Source: an optimization exercise on an open RTL-to-GDS flow (aim: a short achievable clock period and few clock cycles per item). Production flows keep margins and buffers that such runs may drop. Function not checked in this run: the RTL went through the layout flow alone. Power figures rest on the tool's default switching activity, not on a simulated workload.

### flow/design.v
`default_nettype none
package swarq_pkg;
	localparam int WINDOW_SLOTS = 32;
	localparam int MAX_PAYLOAD  = 1400;
	localparam int MAX_RESULTS  = 32;
	localparam int SLOT_W  = $clog2(WINDOW_SLOTS);
	localparam int CNT_W   = $clog2(WINDOW_SLOTS + 1);
	localparam int RES_W   = $clog2(MAX_RESULTS);
	localparam int SEQ_W   = 16;
	localparam int SIZE_W  = 11;
	localparam int MAP_W   = 32;
	localparam int TOTAL_W = 32;
	localparam int KIND_W  = 2;
	localparam int OKIND_W = 3;
	localparam logic [KIND_W-1:0] KIND_SEND    = 2'd0;
	localparam logic [KIND_W-1:0] KIND_ACK     = 2'd1;
	localparam logic [KIND_W-1:0] KIND_FINISH  = 2'd2;
	localparam logic [KIND_W-1:0] KIND_TIMEOUT = 2'd3;
	localparam logic [OKIND_W-1:0] OUT_TX       = 3'd0;
	localparam logic [OKIND_W-1:0] OUT_RETX     = 3'd1;
	localparam logic [OKIND_W-1:0] OUT_REFUSED  = 3'd2;
	localparam logic [OKIND_W-1:0] OUT_FINISHED = 3'd3;
	localparam logic [OKIND_W-1:0] OUT_STATUS   = 3'd4;
endpackage
`default_nettype wire
`default_nettype none
module swarq_ram #(
	parameter int WIDTH = 8,
	parameter int DEPTH = 32
) (
	input  wire logic                     clk,
	input  wire logic                     we,
	input  wire logic [$clog2(DEPTH)-1:0] waddr,
	input  wire logic [WIDTH-1:0]         wdata,
	input  wire logic [$clog2(DEPTH)-1:0] raddr,
	output logic      [WIDTH-1:0]         rdata
);
	logic [WIDTH-1:0] mem [DEPTH];
	always_ff @(posedge clk) begin
		if (we) begin
			mem[waddr] <= wdata;
		end
		rdata <= mem[raddr];
	end
endmodule
`default_nettype wire
`default_nettype none
module sliding_window_arq_sender (
	input  wire logic                             clk,
	input  wire logic                             arst_n,
	input  wire logic                             start,
	output logic                                  busy,
	input  wire logic [swarq_pkg::KIND_W-1:0]     kind,
	input  wire logic [swarq_pkg::SIZE_W-1:0]     payload_size,
	input  wire logic [swarq_pkg::SEQ_W-1:0]      ack_seq,
	input  wire logic [swarq_pkg::MAP_W-1:0]      received_map,
	output logic                                  result_valid,
	output logic      [swarq_pkg::OKIND_W-1:0]    out_kind,
	output logic      [swarq_pkg::SEQ_W-1:0]      out_seq,
	output logic      [swarq_pkg::SIZE_W-1:0]     out_size,
	output logic      [swarq_pkg::TOTAL_W-1:0]    delivered_bytes,
	output logic                                  last
);
	localparam int W   = swarq_pkg::WINDOW_SLOTS;
	localparam int SW  = swarq_pkg::SLOT_W;
	localparam int CW  = swarq_pkg::CNT_W;
	localparam int QW  = swarq_pkg::SEQ_W;
	localparam int ZW  = swarq_pkg::SIZE_W;
	localparam int TW  = swarq_pkg::TOTAL_W;
	localparam int KW  = swarq_pkg::OKIND_W;
	localparam int LW  = 6;           
	localparam int HW  = QW - LW;
	localparam int NQ  = 8;           
	localparam int NQW = 3;
	typedef logic [KW-1:0] okind_t;
	logic              in_v;
	logic [1:0]        in_kind;
	logic [ZW-1:0]     in_size;
	logic [QW-1:0]     in_ack;
	logic [W-1:0]      in_map;
	logic              take;
	logic [NQW:0]      inflight_q;
	logic [1:0]        dec_q;
	logic              busy_q;
	assign busy = busy_q;
	assign take = start && !busy_q;
	logic [QW-1:0]     base_q;
	logic [HW-1:0]     base_hp1_q;   
	logic [QW-1:0]     next_q;
	logic [CW-1:0]     cnt_q;
	logic              fin_q;
	logic              p_send, p_ack, p_fin, p_tmo;
	logic              eq0, eq1, borrow, le_n, nwrap, at_base;
	logic              inwin, behind;
	logic [QW-1:0]     ahead;
	logic              refuse;
	logic [QW-1:0]     next_inc;
	logic [CW-1:0]     cnt_ack;
	logic              p_drop;
	logic              d1_v;
	okind_t            d1_k;         
	logic              d1_ack;       
	logic [QW-1:0]     d1_seq;
	logic [ZW-1:0]     d1_size;
	logic [CW-1:0]     d1_cnt;
	logic [W-1:0]      d1_map;
	logic              d1_wr;        
	logic [SW-1:0]     d1_widx;      
	logic              d1_ret;       
	logic              d1_all;       
	logic [SW-1:0]     d1_ridx;
	logic [TW-1:0]     sent_q;
	logic [TW-1:0]     total_q;
	logic [TW-1:0]     cum_q [W];    
	logic [TW:0]       sent_sum;
	logic [TW-1:0]     sent_new;
	logic [TW-1:0]     v_total;
	logic [W-1:0]      v_vec;
	logic [W-1:0]      v_below;
	logic [W-1:0]      v_rem;
	logic [SW-1:0]     v_idx;
	okind_t            v_k;
	okind_t            q_k    [NQ];
	logic [QW-1:0]     q_seq  [NQ];
	logic [TW-1:0]     q_total[NQ];
	logic [SW-1:0]     q_idx  [NQ];
	logic [W-1:0]      q_rem  [NQ];   
	logic [NQW-1:0]    q_wp, q_rp;
	logic [NQW:0]      q_n;
	logic              q_push, q_pop;
	logic              c_v;
	okind_t            c_k;
	logic [QW-1:0]     c_seq;
	logic [TW-1:0]     c_total;
	logic [SW-1:0]     c_idx;
	logic [W-1:0]      c_rem;
	logic              c_last;
	logic              c_adv;
	logic [W-1:0]      c_below;
	logic [SW-1:0]     c_nidx;
	logic [ZW-1:0]     size_q [W];
	logic              o_v;
	okind_t            o_k;
	logic [QW-1:0]     o_seq;
	logic [ZW-1:0]     o_size;
	logic [TW-1:0]     o_total;
	logic              o_last;
	function automatic logic [SW-1:0] low_idx(input logic [W-1:0] v);
		logic [SW-1:0] r;
		r = '0;
		for (int i = W - 1; i >= 0; i--) begin
			if (v[i]) begin
				r = SW'(i);
			end
		end
		low_idx = r;
	endfunction
	function automatic logic [W-1:0] any_below(input logic [W-1:0] v);
		logic [W-1:0] r;
		r[0] = 1'b0;
		for (int i = 1; i < W; i++) begin
			r[i] = r[i-1] | v[i-1];
		end
		any_below = r;
	endfunction
	always_ff @(posedge clk) begin
		in_kind <= kind;
		in_size <= payload_size;
		in_ack  <= ack_seq;
		in_map  <= received_map;
	end
	always_ff @(posedge clk or negedge arst_n) begin
		if (!arst_n) begin
			in_v       <= 1'b0;
			inflight_q <= '0;
			dec_q      <= '0;
			busy_q     <= 1'b0;
		end else begin
			in_v       <= take;
			inflight_q <= inflight_q + {{NQW{1'b0}}, take} - {{(NQW-1){1'b0}}, dec_q};
			dec_q      <= {1'b0, q_pop} + {1'b0, p_drop};
			busy_q     <= (inflight_q + {{NQW{1'b0}}, !busy_q} - {{(NQW-1){1'b0}}, dec_q})
				>= (NQW+1)'(NQ);
		end
	end
	assign p_send = in_v && !fin_q && (in_kind == swarq_pkg::KIND_SEND);
	assign p_ack  = in_v && !fin_q && (in_kind == swarq_pkg::KIND_ACK);
	assign p_fin  = in_v && !fin_q && (in_kind == swarq_pkg::KIND_FINISH);
	assign p_tmo  = in_v && !fin_q && (in_kind == swarq_pkg::KIND_TIMEOUT);
	assign eq0     = in_ack[QW-1:LW] == base_q[QW-1:LW];
	assign eq1     = in_ack[QW-1:LW] == base_hp1_q;
	assign borrow  = in_ack[LW-1:0] < base_q[LW-1:0];
	assign le_n    = in_ack[LW-1:0] <= next_q[LW-1:0];
	assign nwrap   = next_q[LW-1:0] < base_q[LW-1:0];
	assign at_base = eq0 && (in_ack[LW-1:0] == base_q[LW-1:0]);
	assign inwin   = (eq0 && !borrow && (nwrap || le_n)) || (eq1 && borrow && nwrap && le_n);
	assign ahead   = in_ack - base_q;
	assign behind  = ahead[QW-1];
	assign cnt_ack = CW'(next_q[LW-1:0] - in_ack[LW-1:0]);
	assign refuse   = cnt_q[CW-1] || (in_size > ZW'(swarq_pkg::MAX_PAYLOAD));
	assign next_inc = next_q + 1'b1;
	assign p_drop   = p_tmo && (cnt_q == '0);
	always_ff @(posedge clk or negedge arst_n) begin
		if (!arst_n) begin
			base_q     <= '0;
			base_hp1_q <= HW'(1);
			next_q     <= '0;
			cnt_q      <= '0;
			fin_q      <= 1'b0;
			d1_v       <= 1'b0;
			d1_wr      <= 1'b0;
			d1_ret     <= 1'b0;
			d1_all     <= 1'b0;
		end else begin
			d1_v   <= in_v && !p_drop;
			d1_wr  <= p_send && !refuse;
			d1_ret <= p_ack && inwin && !at_base;
			d1_all <= p_ack && !inwin && !behind;
			if (p_send && !refuse) begin
				next_q <= next_inc;
				cnt_q  <= cnt_q + 1'b1;
			end
			if (p_ack) begin
				if (inwin) begin
					base_q     <= in_ack;
					base_hp1_q <= in_ack[QW-1:LW] + 1'b1;
					cnt_q      <= cnt_ack;
				end else if (!behind) begin
					base_q     <= next_q;
					base_hp1_q <= next_q[QW-1:LW] + 1'b1;
					cnt_q      <= '0;
				end
			end
			if (p_fin) begin
				fin_q <= 1'b1;
			end
		end
	end
	always_ff @(posedge clk) begin
		d1_ack  <= p_ack;
		d1_map  <= in_map;
		d1_size <= in_size;
		d1_widx <= next_inc[SW-1:0];
		d1_ridx <= in_ack[SW-1:0];
		d1_cnt  <= cnt_q;
		d1_seq  <= base_q;
		if (p_send) begin
			d1_k   <= refuse ? swarq_pkg::OUT_REFUSED : swarq_pkg::OUT_TX;
			d1_seq <= next_q;
		end else if (p_ack) begin
			d1_k <= swarq_pkg::OUT_RETX;
			if (inwin) begin
				d1_seq <= in_ack;
				d1_cnt <= cnt_ack;
			end else if (!behind) begin
				d1_seq <= next_q;
				d1_cnt <= '0;
			end
		end else if (p_tmo) begin
			d1_k <= swarq_pkg::OUT_RETX;
		end else begin
			d1_k <= swarq_pkg::OUT_FINISHED;
		end
	end
	assign sent_sum = {1'b0, sent_q} + {{(TW + 1 - ZW){1'b0}}, d1_size};
	assign sent_new = sent_sum[TW] ? '1 : sent_sum[TW-1:0];
	assign v_total  = d1_ret ? cum_q[d1_ridx] : (d1_all ? sent_q : total_q);
	always_ff @(posedge clk) begin
		if (d1_wr) begin
			cum_q[d1_widx] <= sent_new;
		end
	end
	always_ff @(posedge clk or negedge arst_n) begin
		if (!arst_n) begin
			sent_q  <= '0;
			total_q <= '0;
		end else begin
			if (d1_wr) begin
				sent_q <= sent_new;
			end
			total_q <= v_total;
		end
	end
	always_comb begin
		for (int i = 0; i < W; i++) begin
			v_vec[i] = (CW'(i) < d1_cnt) && !(d1_ack && d1_map[i]);
		end
	end
	assign v_below = any_below(v_vec);
	assign v_rem   = v_vec & v_below;
	assign v_idx   = low_idx(v_vec);
	assign v_k     = (d1_k == swarq_pkg::OUT_RETX && v_vec == '0) ? swarq_pkg::OUT_STATUS : d1_k;
	assign q_push = d1_v;
	always_ff @(posedge clk) begin
		if (q_push) begin
			q_k[q_wp]     <= v_k;
			q_seq[q_wp]   <= d1_seq;
			q_total[q_wp] <= v_total;
			q_idx[q_wp]   <= v_idx;
			q_rem[q_wp]   <= (d1_k == swarq_pkg::OUT_RETX) ? v_rem : {{(W-ZW){1'b0}}, d1_size};
		end
	end
	always_ff @(posedge clk or negedge arst_n) begin
		if (!arst_n) begin
			q_wp <= '0;
			q_rp <= '0;
			q_n  <= '0;
		end else begin
			if (q_push) q_wp <= q_wp + 1'b1;
			if (q_pop)  q_rp <= q_rp + 1'b1;
			q_n <= q_n + {{NQW{1'b0}}, q_push} - {{NQW{1'b0}}, q_pop};
		end
	end
	assign c_last  = (c_k != swarq_pkg::OUT_RETX) || (c_rem == '0);
	assign c_adv   = !c_v || c_last;
	assign q_pop   = c_adv && (q_n != '0);
	assign c_below = any_below(c_rem);
	assign c_nidx  = low_idx(c_rem);
	always_ff @(posedge clk or negedge arst_n) begin
		if (!arst_n) begin
			c_v <= 1'b0;
		end else if (c_adv) begin
			c_v <= q_n != '0;
		end
	end
	always_ff @(posedge clk) begin
		if (c_adv) begin
			c_k     <= q_k[q_rp];
			c_seq   <= q_seq[q_rp];
			c_total <= q_total[q_rp];
			c_idx   <= q_idx[q_rp];
			c_rem   <= q_rem[q_rp];
		end else begin
			c_idx <= c_nidx;
			c_rem <= c_rem & c_below;
		end
		if (c_v && c_k == swarq_pkg::OUT_TX) begin
			size_q[c_seq[SW-1:0]] <= c_rem[ZW-1:0];
		end
	end
	always_ff @(posedge clk or negedge arst_n) begin
		if (!arst_n) begin
			o_v <= 1'b0;
		end else begin
			o_v <= c_v;
		end
	end
	always_ff @(posedge clk) begin
		o_k     <= c_k;
		o_total <= c_total;
		o_last  <= c_last;
		if (c_k == swarq_pkg::OUT_RETX) begin
			o_seq  <= c_seq + {{(QW-SW){1'b0}}, c_idx};
			o_size <= size_q[c_seq[SW-1:0] + c_idx];
		end else begin
			o_seq  <= c_seq;
			o_size <= (c_k == swarq_pkg::OUT_TX) ? c_rem[ZW-1:0] : '0;
		end
	end
	assign result_valid    = o_v;
	assign out_kind        = o_k;
	assign out_seq         = o_seq;
	assign out_size        = o_size;
	assign delivered_bytes = o_total;
	assign last            = o_last;
endmodule
`default_nettype wire
### flow/run.sh
#!/bin/bash
# synth_recipe.tcl (not shown) runs the flow's synth.tcl, then flattens the netlist and writes it again
# the make line also repeats each setting of config.mk as NAME=value (left out here)
make -C /OpenROAD-flow-scripts/flow DESIGN_CONFIG=/design/flow/config.mk WORK_HOME=/design/flow/orfs CLKGATE_MAP_FILE= SYNTH_SCRIPT=/design/flow/synth_recipe.tcl finish
### flow/config.mk
export PLATFORM = sky130hd
export DESIGN_NAME = sliding_window_arq_sender
export DESIGN_NICKNAME = sliding_window_arq_sender
export VERILOG_FILES = /design/flow/design.v
export SDC_FILE = /design/flow/constraint.sdc
export NUM_CORES = 4
export LEC_CHECK = 0
export ABC_CLOCK_PERIOD_IN_PS = 2500
export CAP_MARGIN = 20
export CORE_MARGIN = 2
export CORE_UTILIZATION = 40
export SETUP_SLACK_MARGIN = 4.2
export SLEW_MARGIN = 20
### flow/constraint.sdc
create_clock -name core_clock -period 7.0 [get_ports {clk}]
set_input_delay 1.4000 -clock core_clock [delete_from_list [all_inputs] [get_ports {clk}]]
set_output_delay 1.4000 -clock core_clock [all_outputs]
set_load 0.01 [all_outputs]
==> flow_metrics.env <==
export IMPL_status="complete, but fails checks"
export IMPL_check_faults="max-capacitance violations, max-slew violations"
export IMPL_synth_main_ff_cell="edfxtp_1"
export IMPL_initial_core_util=0.402
export IMPL_synth_edf_count=2131
export IMPL_crit_type="reg -> reg"
export IMPL_fin_nets=5719
export IMPL_avgRoutedWirePerCell_um=30.1
export IMPL_io_buffers=128
export IMPL_fmax_ghz=0.322
export IMPL_rrSetupSlack_ps=3890
export IMPL_hold_buffers=0
export IMPL_finalSetupViolCount=0
export IMPL_ys_types=81
export IMPL_rows=180
export IMPL_final_area_mm2=0.121
export IMPL_cts_max_path_buffers=4
export IMPL_antenna_found_initial=7
export IMPL_syn_nets=4995
export IMPL_core_mm2=0.240
export IMPL_yosys_top_cells_count="edfxtp_1 (2131), mux4_2 (606), dfxtp_1 (239)"
export IMPL_relSlewSlack=-0.0973
export IMPL_finalCritPeriodShare=0.444
export IMPL_grt_usage=0.207
export IMPL_start_kind="flip-flop"
export IMPL_hold_viol_final=0
export IMPL_synth_area_leaders="edfxtp_1 (66%), mux4_2 (14%), dfxtp_1 (5.0%)"
export IMPL_grt_pass1_vias=50700
export IMPL_placed_cell_area_mm2=0.102
export IMPL_grt_max_degree=80
export IMPL_ys_seq_area_frac=0.749
export IMPL_vias_per_cell=5.84
export IMPL_power_density_mw_per_mm2=393
export IMPL_slew_violations=6
export IMPL_worstPathRequired_ps=7750
export IMPL_totalWireLength_um=270000
export IMPL_yosysTopAreaCell="edfxtp_1"
export IMPL_arrival_ps=3860
export IMPL_synth_most_common_cell="edfxtp_1"
export IMPL_total_power_mw=47.5
export IMPL_vdd_drop_max_mv=0.520
export IMPL_grt_remaining_overflow=0
export IMPL_cts_buffers=279
export IMPL_crit_fanout=6
export IMPL_p_leak_nw=39.9
export IMPL_fin_setup_tns_ps=0
export IMPL_synth_top_cell_area_share=0.663
export IMPL_async_flop_share=0.0546
export IMPL_ant_nets=0
export IMPL_gp_congestion=0.851
export IMPL_syn_to_final_growth_pct=25.4
export IMPL_synth_area_mm2=0.0965
export IMPL_vias=52400
export IMPL_synth_avg_cell_area_um2=19.8
export IMPL_die_h_um=495
export IMPL_skew_ps=102
export IMPL_clk_transition_reported_paths_ps=60
export IMPL_first_iter_violations=5984
export IMPL_tritoncts="done"
export IMPL_die_x_um=495
export IMPL_yosysWarnings=1
export IMPL_period_needed_ps=3110
export IMPL_first_pass_iters=6
export IMPL_dieArea_mm2=0.245
export IMPL_drv_cap=1
export IMPL_ys_ff_latch=2507
export IMPL_rsz0062_at_grt="true"
export IMPL_cts_max_level=5
export IMPL_hpwl_um=136000
export IMPL_grt_pass1_wl_um=366000
export IMPL_drive_gt1_frac=0.382
export IMPL_clk_insertion_delay_late_ps=950
export IMPL_hold_class="reg -> reg"
export IMPL_cts_root_buf="clkbuf_16"
export IMPL_clock_sinks=2507
export IMPL_synth_cells=4864
export IMPL_worst_setup_path_end_kind="flip-flop"
export IMPL_max_slew_worst_pin_slew_ps=1640
export IMPL_io_pin_count=129
export IMPL_drc=0
[flip-flops by register name, indices dropped and copies added, names as in the netlist, 40 cells and up, named ones only]
signal and count:
q_total 256, q_rem 256, q_idx 40, size_q 352, cum_q 1024, q_seq 128
[critical path: stages, from the launching register on]
cell	delay (ps)
dfrtp_1	360
inv_2	60
ha_4	160
fa_2	330
nand2b_4	160
a21oi_4	160
o41ai_4	100
nor4_4	360
nor2_4	90
buf_12	140
mux2_4	310
ha_4	200
nand3_4	100
nor2_2	40
xor2_1	130
a21oi_1	150
o21ai_1	80
[cells in the final DEF, fill, tap and decap left out, types with 59 or more instances in the layout]
| cell | instances |
|---|---|
| a21oi_1 | 71 |
| buf_12 | 103 |
| buf_4 | 227 |
| buf_6 | 123 |
| clkbuf_1 | 66 |
| clkbuf_16 | 312 |
| clkdlybuf4s50_1 | 62 |
| dfrtp_1 | 115 |
| dfxtp_1 | 176 |
| edfxtp_1 | 2131 |
| inv_1 | 59 |
| mux4_2 | 606 |
| nand2_1 | 141 |
| nor2_1 | 92 |
| nor2_4 | 68 |
[cell type report]
cell class,count,area (µm²)
clock buffers,370,7650
repair buffers,617,7780
repair inverters,1,5.00
inverters,66,269
well taps,3185,3990
fillers,18800,119000
multi-input cells,2116,28000
clock inverters,108,956
flip-flops and latches,2507,72400
diodes,3,7.51
[cell families (layout without fill, tap and decap cells)]
group | after synthesis | count (layout) | share of synthesized area
AOI/OAI and AO/OA | 504 | 528 | 0.0336
xor gates and xnor gates | 88 | 88 | 0.00799
adders and majority gates | 67 | 67 | 0.00908
buffers and inverters | 318 | 1162 | 0.0127
DFF | 2507 | 2507 | 0.749
muxes | 742 | 742 | 0.156
other | 0 | 3 | 0
and+or+nand+nor | 638 | 691 | 0.0318
[per-stage QoR]
stage                     std cells  utilization  hold WS, ps  worst slack, ps
after global routing           8971        0.504          331             3770
after global placement         8037        0.426          316             2840
after CTS                      8733        0.482          326             3880
after floorplan                4864            -          310             3560
after detailed placement       8040        0.426          312             2680
final                          8973        0.504          324             3890
[timing repair]
item	4_1_cts	5_1_grt
gates cloned	52	80
setup endpoints to repair	2209	1910
gates resized for setup	821	452
pin swaps	76	163
buffers inserted	163	157
[power by group]
part | switching (mW) | leakage [nW] | internal (mW) | total (mW)
clock | 5.75 | 4.22 | 8.22 | 14.0
combinational | 7.44 | 13.0 | 6.48 | 13.9
sequential | 1.01 | 22.7 | 18.6 | 19.6
[layer usage]
layer / track usage / up-vias / wire, µm
met1: 0.284 / 27900 / 106000
met3: 0.0353 / 515 / 22100
met4: 0.0638 / 4 / 8770
met2: 0.338 / 2422 / 133000
met5: 0 / - / 20
li1: - / 21500 / -
[path summary, 6_finish.rpt]
path | startpoint | end | depth (start not counted)
worst max-delay path | next_q[0] | base_hp1_q[6] | 16
min in group asynchronous | arst_n | base_q[9] | 1
worst max register to register | next_q[0] | base_hp1_q[6] | 16
worst min-delay path | in_map[21] | d1_map[21] | 0
max in group asynchronous | arst_n | sent_q[19] | 2
worst min register to register | in_map[21] | d1_map[21] | 0

## separate check: timing with driven ports
Ports are ideal in the flow. The routed layout listed here was re-timed in OpenROAD.
Step 1 assumes that a clkbuf_16 drives the clock port and a buf_2 every other input.
Step 2 times the ports against the registers' clock, not the clock port: input delays grow and output delays shrink by t, the midpoint of the rising clock arrivals with the driver on.
Three values: ideal ports, drivers, drivers and shift; two values: the first two.
t (ns): 0.990
slack for setup (ns): 3.894 / 3.894 / 3.301
worst setup path after step 2: input to register
worst register clock-pin slew, ns: 0.07 / 0.07
pins driven straight from the clock port: 1
For this run, drivers alone change the setup slack by 0.000 ns; drivers and shift together by -0.593 ns.
